From an optimization exercise on the open Yosys and OpenROAD flow, aimed at small area, a short achievable clock period and few clock cycles per item; shortcuts taken in it are not production practice. Function was checked by simulation only, so behaviour that the tests miss may differ from the original. No activity file was given, so power comes from the tool's default toggle rates.

==> inputs of cedar <==
// rtp_stream_demux_filter_core
module rtp_stream_demux_filter_core (
    input  wire logic                            i_clk,
    input  wire logic                            i_rst_n,
    input  wire logic                            s_axis_tvalid,
    output logic                                 s_axis_tready,
    input  wire logic [rsdf_pkg::IN_W-1:0]       s_axis_tdata,
    input  wire logic [0:0]                      s_axis_tuser,
    output logic                                 m_axis_tvalid,
    input  wire logic                            m_axis_tready,
    output logic [rsdf_pkg::OUT_W-1:0]           m_axis_tdata,
    input  wire logic                            i_cfg_valid,
    output logic                                 o_cfg_ready,
    input  wire logic [rsdf_pkg::CFG_IDX_W-1:0]  i_cfg_index,
    input  wire logic [rsdf_pkg::CFG_DATA_W-1:0] i_cfg_data
);
    localparam int B_N  = rsdf_pkg::BOUND_ENTRIES;
    localparam int R_N  = rsdf_pkg::REMOTE_ENTRIES;
    localparam int SW   = rsdf_pkg::SSRC_W;
    localparam int FD   = 3;                       
    logic                          r_mid_valid;
    logic [rsdf_pkg::MID_W-1:0]    r_mid_hi;
    logic [rsdf_pkg::MID_W-1:0]    r_mid_lo;
    logic [rsdf_pkg::MASK_W-1:0]   r_pt_hi;
    logic [rsdf_pkg::MASK_W-1:0]   r_pt_lo;
    logic cfg_acc, mid_wr;
    assign o_cfg_ready = 1'b1;
    assign cfg_acc     = i_cfg_valid;
    assign mid_wr      = cfg_acc && (i_cfg_index <= rsdf_pkg::CFG_MID_LO);
    logic [rsdf_pkg::CFG_DATA_W-1:0] cfg_d;
    logic [4:0]                      cfg_en;
    assign cfg_d = i_cfg_data & {rsdf_pkg::CFG_DATA_W{i_rst_n}};
    always_comb begin
        for (int i = 0; i < 5; i++) begin
            cfg_en[i] = !i_rst_n || (cfg_acc && i_cfg_index == 3'(i));
        end
    end
    always_ff @(posedge i_clk) begin
        if (cfg_en[rsdf_pkg::CFG_MID_VALID])  r_mid_valid <= cfg_d[0];
        if (cfg_en[rsdf_pkg::CFG_MID_HI])     r_mid_hi    <= cfg_d;
        if (cfg_en[rsdf_pkg::CFG_MID_LO])     r_mid_lo    <= cfg_d;
        if (cfg_en[rsdf_pkg::CFG_PT_MASK_HI]) r_pt_hi     <= cfg_d;
        if (cfg_en[rsdf_pkg::CFG_PT_MASK_LO]) r_pt_lo     <= cfg_d;
    end
    logic [B_N-1:0] r_bnd_valid;
  ...
==> flow/config.mk <==
export PLATFORM = sky130hd
export DESIGN_NAME = rtp_stream_demux_filter_core
export DESIGN_NICKNAME = rtp_stream_demux_filter_core
export VERILOG_FILES = /design/flow/design.v
export SDC_FILE = /design/flow/constraint.sdc
export NUM_CORES = 4
export LEC_CHECK = 0
export CAP_MARGIN = 0
export CORE_MARGIN = 2
export CORE_UTILIZATION = 75
export PLACE_DENSITY = 0.8
export SETUP_SLACK_MARGIN = 2.6
export SLEW_MARGIN = 0
==> flow/constraint.sdc <==
create_clock -name core_clock -period 5.0 [get_ports {i_clk}]
set_input_delay 1.0000 -clock core_clock [delete_from_list [all_inputs] [get_ports {i_clk}]]
set_output_delay 1.0000 -clock core_clock [all_outputs]
set_load 0.01 [all_outputs]
standard.sh (not shown) runs the stock make flow with config.mk's settings and CLKGATE_MAP_FILE= SYNTH_SCRIPT=/design/flow/synth_recipe.tcl, a recipe that flattens the netlist after the stock synthesis.
==> flow/flow/run.sh <==
#!/bin/bash
# Standard ORFS layout (the standard.sh) with two changes:
#  - port buffers are buf_2 cells instead of the default delay buffer
#  - CTS without dummy loads, clkbuf_8 clock buffers
set -euo pipefail
export BUFFER_PORTS_ARGS="-buffer_cell sky130_fd_sc_hd__buf_2"
export CTS_ARGS="-sink_clustering_enable -repair_clock_nets -dont_use_dummy_load -buf_list sky130_fd_sc_hd__clkbuf_8"
bash standard.sh finish > flow_make.log 2>&1
==> inputs of willow, as changes to cedar <==
--- a/flow/design.v
+++ b/flow/design.v
@@ -80,19 +80,27 @@
     logic [SW-1:0]     r_b_ssrc;
     logic              r_b_mp;
     logic              r_b_mm;         
     logic              r_b_ptok;
     logic [B_N-1:0]    r_b_cmpb;       
     logic              r_b_fcmpb;      
     logic              r_b_cmpr;       
-    logic              r_b_eqp;        
-    logic [B_N-1:0]    r_p_bwr;
-    logic              r_p_addb;
-    logic              r_p_rem;
-    logic              r_p_rwr;
+    logic [B_N-1:0]    r_p_bwr;        
+    logic              r_b_kill;       
+    logic              r_b_fwdb;       
+    logic              r_b_fwdr;       
+    logic [B_N-1:0] hitb;              
+    logic           hitr;              
+    logic [B_N-1:0] bwr;
+    logic           b_filt, fb, rem, addb, addb_ok, ovfb, other, anyb_after, inb_after;
+    logic           bfull, rfull, addr, addr_ok;
+    logic [B_N-1:0] bfree;
+    logic [R_N-1:0] rfree;
+    logic           res_pass, res_ovf;
+    logic [1:0]     res_reason;
     logic [SW-1:0]     in_ssrc;
     logic [6:0]        in_pt;
     logic              in_mp;
     logic [B_N-1:0]    in_cmpb;
     logic [R_N-1:0]    in_cmpr;
     logic              in_eqb;
     logic              in_ptok;
@@ -113,33 +121,26 @@
         r_b_ssrc <= in_ssrc;
         r_b_mp   <= in_mp;
         r_b_mm   <= in_mm;
         r_b_ptok <= in_ptok;
         r_b_cmpb  <= in_cmpb;
         r_b_fcmpb <= |in_cmpb;
         r_b_cmpr  <= |in_cmpr;
-        r_b_eqp   <= in_eqb;
-    end
-    logic [B_N-1:0] hitb;              
-    logic           hitr;              
-    logic [B_N-1:0] bwr;
-    logic           b_filt, fb, rem, addb, addb_ok, ovfb, other, anyb_after, inb_after;
-    logic           bfull, rfull, addr, addr_ok;
-    logic [B_N-1:0] bfree;
-    logic [R_N-1:0] rfree;
-    logic           res_pass, res_ovf;
-    logic [1:0]     res_reason;
+        r_b_kill  <= in_eqb && rem;
+        r_b_fwdb  <= in_eqb && addb_ok;
+        r_b_fwdr  <= in_eqb && addr_ok;
+    end
     always_comb begin
         bfree = ~r_bnd_valid & (r_bnd_valid + 1'b1);
         rfree = ~r_rem_valid & (r_rem_valid + 1'b1);
         bfull = &r_bnd_valid;
         rfull = &r_rem_valid;
-        hitb       = (r_b_cmpb & ~{B_N{r_b_eqp && r_p_rem}}) | (r_p_bwr & {B_N{r_b_eqp}});
-        fb         = (r_b_fcmpb && !(r_b_eqp && r_p_rem)) || (r_b_eqp && r_p_addb);
-        hitr       = r_b_cmpr || (r_b_eqp && r_p_rwr);
+        hitb       = (r_b_cmpb & ~{B_N{r_b_kill}}) | (r_p_bwr & {B_N{r_b_fwdb}});
+        fb         = (r_b_fcmpb && !r_b_kill) || r_b_fwdb;
+        hitr       = r_b_cmpr || r_b_fwdr;
         b_filt     = r_b_v && !r_b_func;
         rem        = b_filt && fb && r_b_mp && !r_b_mm;
         addb       = b_filt && r_b_mm && !fb;
         addb_ok    = addb && !bfull;
         ovfb       = addb && bfull;
         other      = |(r_bnd_valid & ~hitb);
         inb_after  = (fb && !rem) || addb_ok;
@@ -163,17 +164,14 @@
         addr    = addr && r_b_v;
         addr_ok = addr && !rfull;
         res_ovf = ovfb || (addr && rfull);
         bwr = bfree & {B_N{addb_ok}};
     end
     always_ff @(posedge i_clk) begin
         r_p_bwr  <= bwr;
-        r_p_addb <= addb_ok;
-        r_p_rem  <= rem;
-        r_p_rwr  <= addr_ok;
     end
     always_ff @(posedge i_clk) begin
         if (!i_rst_n) begin
             r_bnd_valid <= '0;
             r_rem_valid <= '0;
         end else begin
             if (mid_wr) begin
==> flow/flow/run.sh (replaced) <==
#!/bin/bash
# Standard ORFS layout (the standard.sh) with two changes:
#  - port buffers are buf_2 cells instead of the default delay buffer
#  - CTS without dummy loads, clkbuf_16 clock buffers, sink clusters of up to 25 within 90 um
set -euo pipefail
export BUFFER_PORTS_ARGS="-buffer_cell sky130_fd_sc_hd__buf_2"
export CTS_ARGS="-sink_clustering_enable -repair_clock_nets -dont_use_dummy_load -buf_list sky130_fd_sc_hd__clkbuf_16 -sink_clustering_size 25 -sink_clustering_max_diameter 90"
bash standard.sh finish > flow_make.log 2>&1
==> flow/config.mk (replaced) <==
export PLATFORM = sky130hd
export DESIGN_NAME = rtp_stream_demux_filter_core
export DESIGN_NICKNAME = rtp_stream_demux_filter_core
export VERILOG_FILES = /design/flow/design.v
export SDC_FILE = /design/flow/constraint.sdc
export NUM_CORES = 4
export LEC_CHECK = 0
export CAP_MARGIN = 0
export CORE_MARGIN = 2
export CORE_UTILIZATION = 60
export SETUP_SLACK_MARGIN = 2.6
export SLEW_MARGIN = 0
==> inputs of pepper, as changes to cedar <==
--- a/flow/design.v
+++ b/flow/design.v
@@ -78,21 +78,32 @@
     logic              r_b_v;
     logic              r_b_func;
     logic [SW-1:0]     r_b_ssrc;
     logic              r_b_mp;
     logic              r_b_mm;         
     logic              r_b_ptok;
     logic [B_N-1:0]    r_b_cmpb;       
-    logic              r_b_fcmpb;      
-    logic              r_b_cmpr;       
-    logic              r_b_eqp;        
-    logic [B_N-1:0]    r_p_bwr;
-    logic              r_p_addb;
-    logic              r_p_rem;
-    logic              r_p_rwr;
+    logic [1:0]        r_b_fcmpb;      
+    logic [1:0]        r_b_cmpr;       
+    logic [B_N-1:0]    r_p_bwr;        
+    logic              r_b_kill;       
+    logic              r_b_fwdb;       
+    logic              r_b_fwdr;       
+    logic [B_N-1:0] hitb;              
+    logic           hitr;              
+    logic [B_N-1:0] bwr;
+    logic           b_filt, fb, rem, addb, addb_ok, ovfb, other, anyb_after, inb_after;
+    logic           bfull, rfull, addr, addr_ok;
+    logic           r_bfull, r_rfull;   
+    logic           b_last, r_last;     
+    logic           bmulti;             
+    logic [B_N-1:0] bfree;
+    logic [R_N-1:0] rfree;
+    logic           res_pass, res_ovf;
+    logic [1:0]     res_reason;
     logic [SW-1:0]     in_ssrc;
     logic [6:0]        in_pt;
     logic              in_mp;
     logic [B_N-1:0]    in_cmpb;
     logic [R_N-1:0]    in_cmpr;
     logic              in_eqb;
     logic              in_ptok;
@@ -111,41 +122,35 @@
     always_ff @(posedge i_clk) begin
         r_b_func <= s_axis_tuser[0];
         r_b_ssrc <= in_ssrc;
         r_b_mp   <= in_mp;
         r_b_mm   <= in_mm;
         r_b_ptok <= in_ptok;
         r_b_cmpb  <= in_cmpb;
-        r_b_fcmpb <= |in_cmpb;
-        r_b_cmpr  <= |in_cmpr;
-        r_b_eqp   <= in_eqb;
-    end
-    logic [B_N-1:0] hitb;              
-    logic           hitr;              
-    logic [B_N-1:0] bwr;
-    logic           b_filt, fb, rem, addb, addb_ok, ovfb, other, anyb_after, inb_after;
-    logic           bfull, rfull, addr, addr_ok;
-    logic [B_N-1:0] bfree;
-    logic [R_N-1:0] rfree;
-    logic           res_pass, res_ovf;
-    logic [1:0]     res_reason;
+        r_b_fcmpb <= {|in_cmpb[B_N-1:B_N/2], |in_cmpb[B_N/2-1:0]};
+        r_b_cmpr  <= {|in_cmpr[R_N-1:R_N/2], |in_cmpr[R_N/2-1:0]};
+        r_b_kill  <= in_eqb && rem;
+        r_b_fwdb  <= in_eqb && addb_ok;
+        r_b_fwdr  <= in_eqb && addr_ok;
+    end
     always_comb begin
         bfree = ~r_bnd_valid & (r_bnd_valid + 1'b1);
         rfree = ~r_rem_valid & (r_rem_valid + 1'b1);
-        bfull = &r_bnd_valid;
-        rfull = &r_rem_valid;
-        hitb       = (r_b_cmpb & ~{B_N{r_b_eqp && r_p_rem}}) | (r_p_bwr & {B_N{r_b_eqp}});
-        fb         = (r_b_fcmpb && !(r_b_eqp && r_p_rem)) || (r_b_eqp && r_p_addb);
-        hitr       = r_b_cmpr || (r_b_eqp && r_p_rwr);
+        bfull = r_bfull;
+        bmulti = |(r_bnd_valid & (r_bnd_valid - 1'b1));
+        rfull = r_rfull;
+        hitb       = (r_b_cmpb & ~{B_N{r_b_kill}}) | (r_p_bwr & {B_N{r_b_fwdb}});
+        fb         = ((|r_b_fcmpb) && !r_b_kill) || r_b_fwdb;
+        hitr       = (|r_b_cmpr) || r_b_fwdr;
         b_filt     = r_b_v && !r_b_func;
         rem        = b_filt && fb && r_b_mp && !r_b_mm;
         addb       = b_filt && r_b_mm && !fb;
         addb_ok    = addb && !bfull;
         ovfb       = addb && bfull;
-        other      = |(r_bnd_valid & ~hitb);
+        other      = fb ? bmulti : (|r_bnd_valid);
         inb_after  = (fb && !rem) || addb_ok;
         anyb_after = other || inb_after;
         res_pass   = 1'b0;
         res_reason = rsdf_pkg::REASON_NONE;
         addr       = 1'b0;
         if (r_b_func) begin
             addr = !hitr;
@@ -161,19 +166,35 @@
             addr       = 1'b1;
         end
         addr    = addr && r_b_v;
         addr_ok = addr && !rfull;
         res_ovf = ovfb || (addr && rfull);
         bwr = bfree & {B_N{addb_ok}};
     end
+    always_comb begin
+        b_last = &(r_bnd_valid | bfree);
+        r_last = &(r_rem_valid | rfree);
+    end
+    always_ff @(posedge i_clk) begin
+        if (!i_rst_n) begin
+            r_bfull <= 1'b0;
+            r_rfull <= 1'b0;
+        end else begin
+            if (mid_wr || rem) begin
+                r_bfull <= 1'b0;
+            end else if (addb_ok) begin
+                r_bfull <= b_last;
+            end
+            if (addr_ok) begin
+                r_rfull <= r_last;
+            end
+        end
+    end
     always_ff @(posedge i_clk) begin
         r_p_bwr  <= bwr;
-        r_p_addb <= addb_ok;
-        r_p_rem  <= rem;
-        r_p_rwr  <= addr_ok;
     end
     always_ff @(posedge i_clk) begin
         if (!i_rst_n) begin
             r_bnd_valid <= '0;
             r_rem_valid <= '0;
         end else begin
             if (mid_wr) begin
==> flow/flow/run.sh (replaced) <==
#!/bin/bash
# Standard ORFS layout (the standard.sh) with two changes:
#  - port buffers are buf_2 cells instead of the default delay buffer
#  - CTS without dummy loads, clkbuf_16 clock buffers, sink clusters of up to 25 within 90 um
set -euo pipefail
export BUFFER_PORTS_ARGS="-buffer_cell sky130_fd_sc_hd__buf_2"
export CTS_ARGS="-sink_clustering_enable -repair_clock_nets -dont_use_dummy_load -buf_list sky130_fd_sc_hd__clkbuf_16 -sink_clustering_size 25 -sink_clustering_max_diameter 90"
bash standard.sh finish > flow_make.log 2>&1
==> flow/config.mk (replaced) <==
export PLATFORM = sky130hd
export DESIGN_NAME = rtp_stream_demux_filter_core
export DESIGN_NICKNAME = rtp_stream_demux_filter_core
export VERILOG_FILES = /design/flow/design.v
export SDC_FILE = /design/flow/constraint.sdc
export NUM_CORES = 4
export LEC_CHECK = 0
export CAP_MARGIN = 0
export CORE_MARGIN = 2
export CORE_UTILIZATION = 60
export SETUP_SLACK_MARGIN = 2.7
export SLEW_MARGIN = 0
==> inputs of ember, as changes to cedar <==
--- a/flow/design.v
+++ b/flow/design.v
@@ -78,21 +78,31 @@
     logic              r_b_v;
     logic              r_b_func;
     logic [SW-1:0]     r_b_ssrc;
     logic              r_b_mp;
     logic              r_b_mm;         
     logic              r_b_ptok;
     logic [B_N-1:0]    r_b_cmpb;       
-    logic              r_b_fcmpb;      
-    logic              r_b_cmpr;       
-    logic              r_b_eqp;        
-    logic [B_N-1:0]    r_p_bwr;
-    logic              r_p_addb;
-    logic              r_p_rem;
-    logic              r_p_rwr;
+    logic [1:0]        r_b_fcmpb;      
+    logic [1:0]        r_b_cmpr;       
+    logic [B_N-1:0]    r_p_bwr;        
+    logic              r_b_kill;       
+    logic              r_b_fwdb;       
+    logic              r_b_fwdr;       
+    logic [B_N-1:0] hitb;              
+    logic           hitr;              
+    logic [B_N-1:0] bwr;
+    logic           b_filt, fb, rem, addb, addb_ok, ovfb, other, anyb_after, inb_after;
+    logic           bfull, rfull, addr, addr_ok;
+    logic           r_bfull, r_rfull;   
+    logic           b_last, r_last;     
+    logic [B_N-1:0] bfree;
+    logic [R_N-1:0] rfree;
+    logic           res_pass, res_ovf;
+    logic [1:0]     res_reason;
     logic [SW-1:0]     in_ssrc;
     logic [6:0]        in_pt;
     logic              in_mp;
     logic [B_N-1:0]    in_cmpb;
     logic [R_N-1:0]    in_cmpr;
     logic              in_eqb;
     logic              in_ptok;
@@ -111,35 +121,28 @@
     always_ff @(posedge i_clk) begin
         r_b_func <= s_axis_tuser[0];
         r_b_ssrc <= in_ssrc;
         r_b_mp   <= in_mp;
         r_b_mm   <= in_mm;
         r_b_ptok <= in_ptok;
         r_b_cmpb  <= in_cmpb;
-        r_b_fcmpb <= |in_cmpb;
-        r_b_cmpr  <= |in_cmpr;
-        r_b_eqp   <= in_eqb;
-    end
-    logic [B_N-1:0] hitb;              
-    logic           hitr;              
-    logic [B_N-1:0] bwr;
-    logic           b_filt, fb, rem, addb, addb_ok, ovfb, other, anyb_after, inb_after;
-    logic           bfull, rfull, addr, addr_ok;
-    logic [B_N-1:0] bfree;
-    logic [R_N-1:0] rfree;
-    logic           res_pass, res_ovf;
-    logic [1:0]     res_reason;
+        r_b_fcmpb <= {|in_cmpb[B_N-1:B_N/2], |in_cmpb[B_N/2-1:0]};
+        r_b_cmpr  <= {|in_cmpr[R_N-1:R_N/2], |in_cmpr[R_N/2-1:0]};
+        r_b_kill  <= in_eqb && rem;
+        r_b_fwdb  <= in_eqb && addb_ok;
+        r_b_fwdr  <= in_eqb && addr_ok;
+    end
     always_comb begin
         bfree = ~r_bnd_valid & (r_bnd_valid + 1'b1);
         rfree = ~r_rem_valid & (r_rem_valid + 1'b1);
-        bfull = &r_bnd_valid;
-        rfull = &r_rem_valid;
-        hitb       = (r_b_cmpb & ~{B_N{r_b_eqp && r_p_rem}}) | (r_p_bwr & {B_N{r_b_eqp}});
-        fb         = (r_b_fcmpb && !(r_b_eqp && r_p_rem)) || (r_b_eqp && r_p_addb);
-        hitr       = r_b_cmpr || (r_b_eqp && r_p_rwr);
+        bfull = r_bfull;
+        rfull = r_rfull;
+        hitb       = (r_b_cmpb & ~{B_N{r_b_kill}}) | (r_p_bwr & {B_N{r_b_fwdb}});
+        fb         = ((|r_b_fcmpb) && !r_b_kill) || r_b_fwdb;
+        hitr       = (|r_b_cmpr) || r_b_fwdr;
         b_filt     = r_b_v && !r_b_func;
         rem        = b_filt && fb && r_b_mp && !r_b_mm;
         addb       = b_filt && r_b_mm && !fb;
         addb_ok    = addb && !bfull;
         ovfb       = addb && bfull;
         other      = |(r_bnd_valid & ~hitb);
         inb_after  = (fb && !rem) || addb_ok;
@@ -161,19 +164,35 @@
             addr       = 1'b1;
         end
         addr    = addr && r_b_v;
         addr_ok = addr && !rfull;
         res_ovf = ovfb || (addr && rfull);
         bwr = bfree & {B_N{addb_ok}};
     end
+    always_comb begin
+        b_last = &(r_bnd_valid | bfree);
+        r_last = &(r_rem_valid | rfree);
+    end
+    always_ff @(posedge i_clk) begin
+        if (!i_rst_n) begin
+            r_bfull <= 1'b0;
+            r_rfull <= 1'b0;
+        end else begin
+            if (mid_wr || rem) begin
+                r_bfull <= 1'b0;
+            end else if (addb_ok) begin
+                r_bfull <= b_last;
+            end
+            if (addr_ok) begin
+                r_rfull <= r_last;
+            end
+        end
+    end
     always_ff @(posedge i_clk) begin
         r_p_bwr  <= bwr;
-        r_p_addb <= addb_ok;
-        r_p_rem  <= rem;
-        r_p_rwr  <= addr_ok;
     end
     always_ff @(posedge i_clk) begin
         if (!i_rst_n) begin
             r_bnd_valid <= '0;
             r_rem_valid <= '0;
         end else begin
             if (mid_wr) begin
==> flow/flow/run.sh (replaced) <==
#!/bin/bash
# Standard ORFS layout (the standard.sh) with two changes:
#  - port buffers are buf_2 cells instead of the default delay buffer
#  - CTS without dummy loads, clkbuf_16 clock buffers, sink clusters of up to 25 within 90 um
set -euo pipefail
export BUFFER_PORTS_ARGS="-buffer_cell sky130_fd_sc_hd__buf_2"
export CTS_ARGS="-sink_clustering_enable -repair_clock_nets -dont_use_dummy_load -buf_list sky130_fd_sc_hd__clkbuf_16 -sink_clustering_size 25 -sink_clustering_max_diameter 90"
bash standard.sh finish > flow_make.log 2>&1
==> flow/config.mk (replaced) <==
export PLATFORM = sky130hd
export DESIGN_NAME = rtp_stream_demux_filter_core
export DESIGN_NICKNAME = rtp_stream_demux_filter_core
export VERILOG_FILES = /design/flow/design.v
export SDC_FILE = /design/flow/constraint.sdc
export NUM_CORES = 4
export LEC_CHECK = 0
export CAP_MARGIN = 0
export CORE_MARGIN = 2
export CORE_UTILIZATION = 60
export SETUP_SLACK_MARGIN = 2.9
export SLEW_MARGIN = 0
==> run notes <==
The lowest sequential share of layout area belongs to ember, the highest to willow. In pepper the final area is higher than in cedar, by 3.1%. cedar ran to the end with no violations. pepper completed without violations. willow passed the timing, design-rule and antenna checks. ember completed with no timing, DRC or antenna violations. Clock skew, highest first: cedar, willow, ember, pepper. Via count, highest first: cedar, ember, pepper, willow. Non-clock buffer count: cedar < willow < pepper < ember. Combinational power: willow is larger than cedar (about 4%). Sequential power is about the same in pepper and cedar. Total power: cedar > ember > pepper > willow. The lowest utilization belongs to willow, the highest to cedar. Final cell count: ember > pepper > willow > cedar.
==> figures <==
Result of the run: cedar no timing/DRC/antenna violations; pepper no timing/DRC/antenna violations; willow no timing/DRC/antenna violations; ember no timing/DRC/antenna violations
Ratio of routed vias to standard cells: cedar 7.237; pepper 6.543; willow 6.514; ember 6.646
Worst R2R End: cedar r_rem_ssrc[14][0]$_DFFE_PP_; pepper r_rem_valid[5]$_SDFFE_PN0P_; willow r_rem_valid[0]$_SDFFE_PN0P_; ember r_b_kill$_DFF_P_
Adder and majority gate portion of the synthesized area: cedar 0.08581%; pepper 0.1878%; willow 0.08564%; ember 0.1535%
Synth Instances: cedar 3710; pepper 3762; willow 3723; ember 3756
Switching component of the power: cedar 5520 uW; pepper 5193 uW; willow 5005 uW; ember 5239 uW
Core occupancy in the finished layout: cedar 84.37%; pepper 69.46%; willow 66.77%; ember 71.72%
Setup slack at placement: cedar 1.190 ns; pepper 1.307 ns; willow 1.200 ns; ember 1.112 ns
Largest net degree at the start of global routing: cedar 65; pepper 85; willow 65; ember 65
Routing usage on met3: cedar 14.93%; pepper 6.743%; willow 6.298%; ember 7.298%
Slowest cell on the critical path: cedar dfxtp_1; pepper or4_4; willow nor4_1; ember or4_4
Multi-Input Combinational: cedar 2063; pepper 2097; willow 2081; ember 2116
Path depth of the worst reg2reg path: cedar 5; pepper 7; willow 7; ember 6
Switching share of power: cedar 24.01%; pepper 23.96%; willow 23.56%; ember 24.10%
Starting density of the core: cedar 75.54%; pepper 60.63%; willow 60.52%; ember 60.61%
Max Clock Skew: cedar 0.1080 ns; pepper 0.03835 ns; willow 0.06003 ns; ember 0.05761 ns
Combinational Power: cedar 1950 uW; pepper 2330 uW; willow 2030 uW; ember 2430 uW
Share of the synthesized area in the top cell type: cedar 66.57%; pepper 66.22%; willow 66.44%; ember 66.14%
Nonclk inv count: cedar 81; pepper 79; willow 72; ember 66
Clock buffer count in the final layout: cedar 207; pepper 66; willow 67; ember 66
Die height: cedar 282.9 um; pepper 316.6 um; willow 316.1 um; ember 316.8 um
Placeable core area: cedar 77210 um^2; pepper 96710 um^2; willow 96570 um^2; ember 96850 um^2
Testbench counts of cedar, summed over its fixed seeds: cycles 4,816, items 4,800.
Testbench counts of willow, summed over its fixed seeds: cycles 4,816, items 4,800.
Testbench counts of pepper, summed over its fixed seeds: cycles 4,816, items 4,800.
Testbench counts of ember, summed over its fixed seeds: cycles 4,816, items 4,800.

[separate check: timing with driven ports]
In the flow no input, the clock included, has a driving cell. The finished layouts below were timed again as built, in two steps. Step 1 (the two cells are an assumption about what drives the block):
set clk [get_ports {i_clk}]
set_driving_cell -lib_cell sky130_fd_sc_hd__clkbuf_16 $clk
set_driving_cell -lib_cell sky130_fd_sc_hd__buf_2 [delete_from_list [all_inputs] $clk]
Step 2 moves the port delays by t, midway between the first and last clock arrival at a register: inputs arrive t later, outputs are due t later. That takes back most of the time a late clock gives input paths. a / b / c = ideal / step 1 / step 2; a / b = the first two.
run	t, ns	setup slack, ns	hold WS [ns]	worst setup path after step 2
cedar	0.916	2.479 / 2.479 / 1.618	0.263 / 0.214 / 0.430	input to register
willow	0.726	2.492 / 2.496 / 1.771	0.433 / 0.391 / 0.475	input to register
pepper	0.728	2.312 / 2.312 / 1.804	0.442 / 0.390 / 0.473	input to register
ember	0.728	2.649 / 2.685 / 1.957	0.464 / 0.427 / 0.497	input to register
After both steps every run listed still meets setup and hold. The setup slack of cedar, which loses most, moves by 0.000 ns with the drivers and by -0.861 ns with both steps.
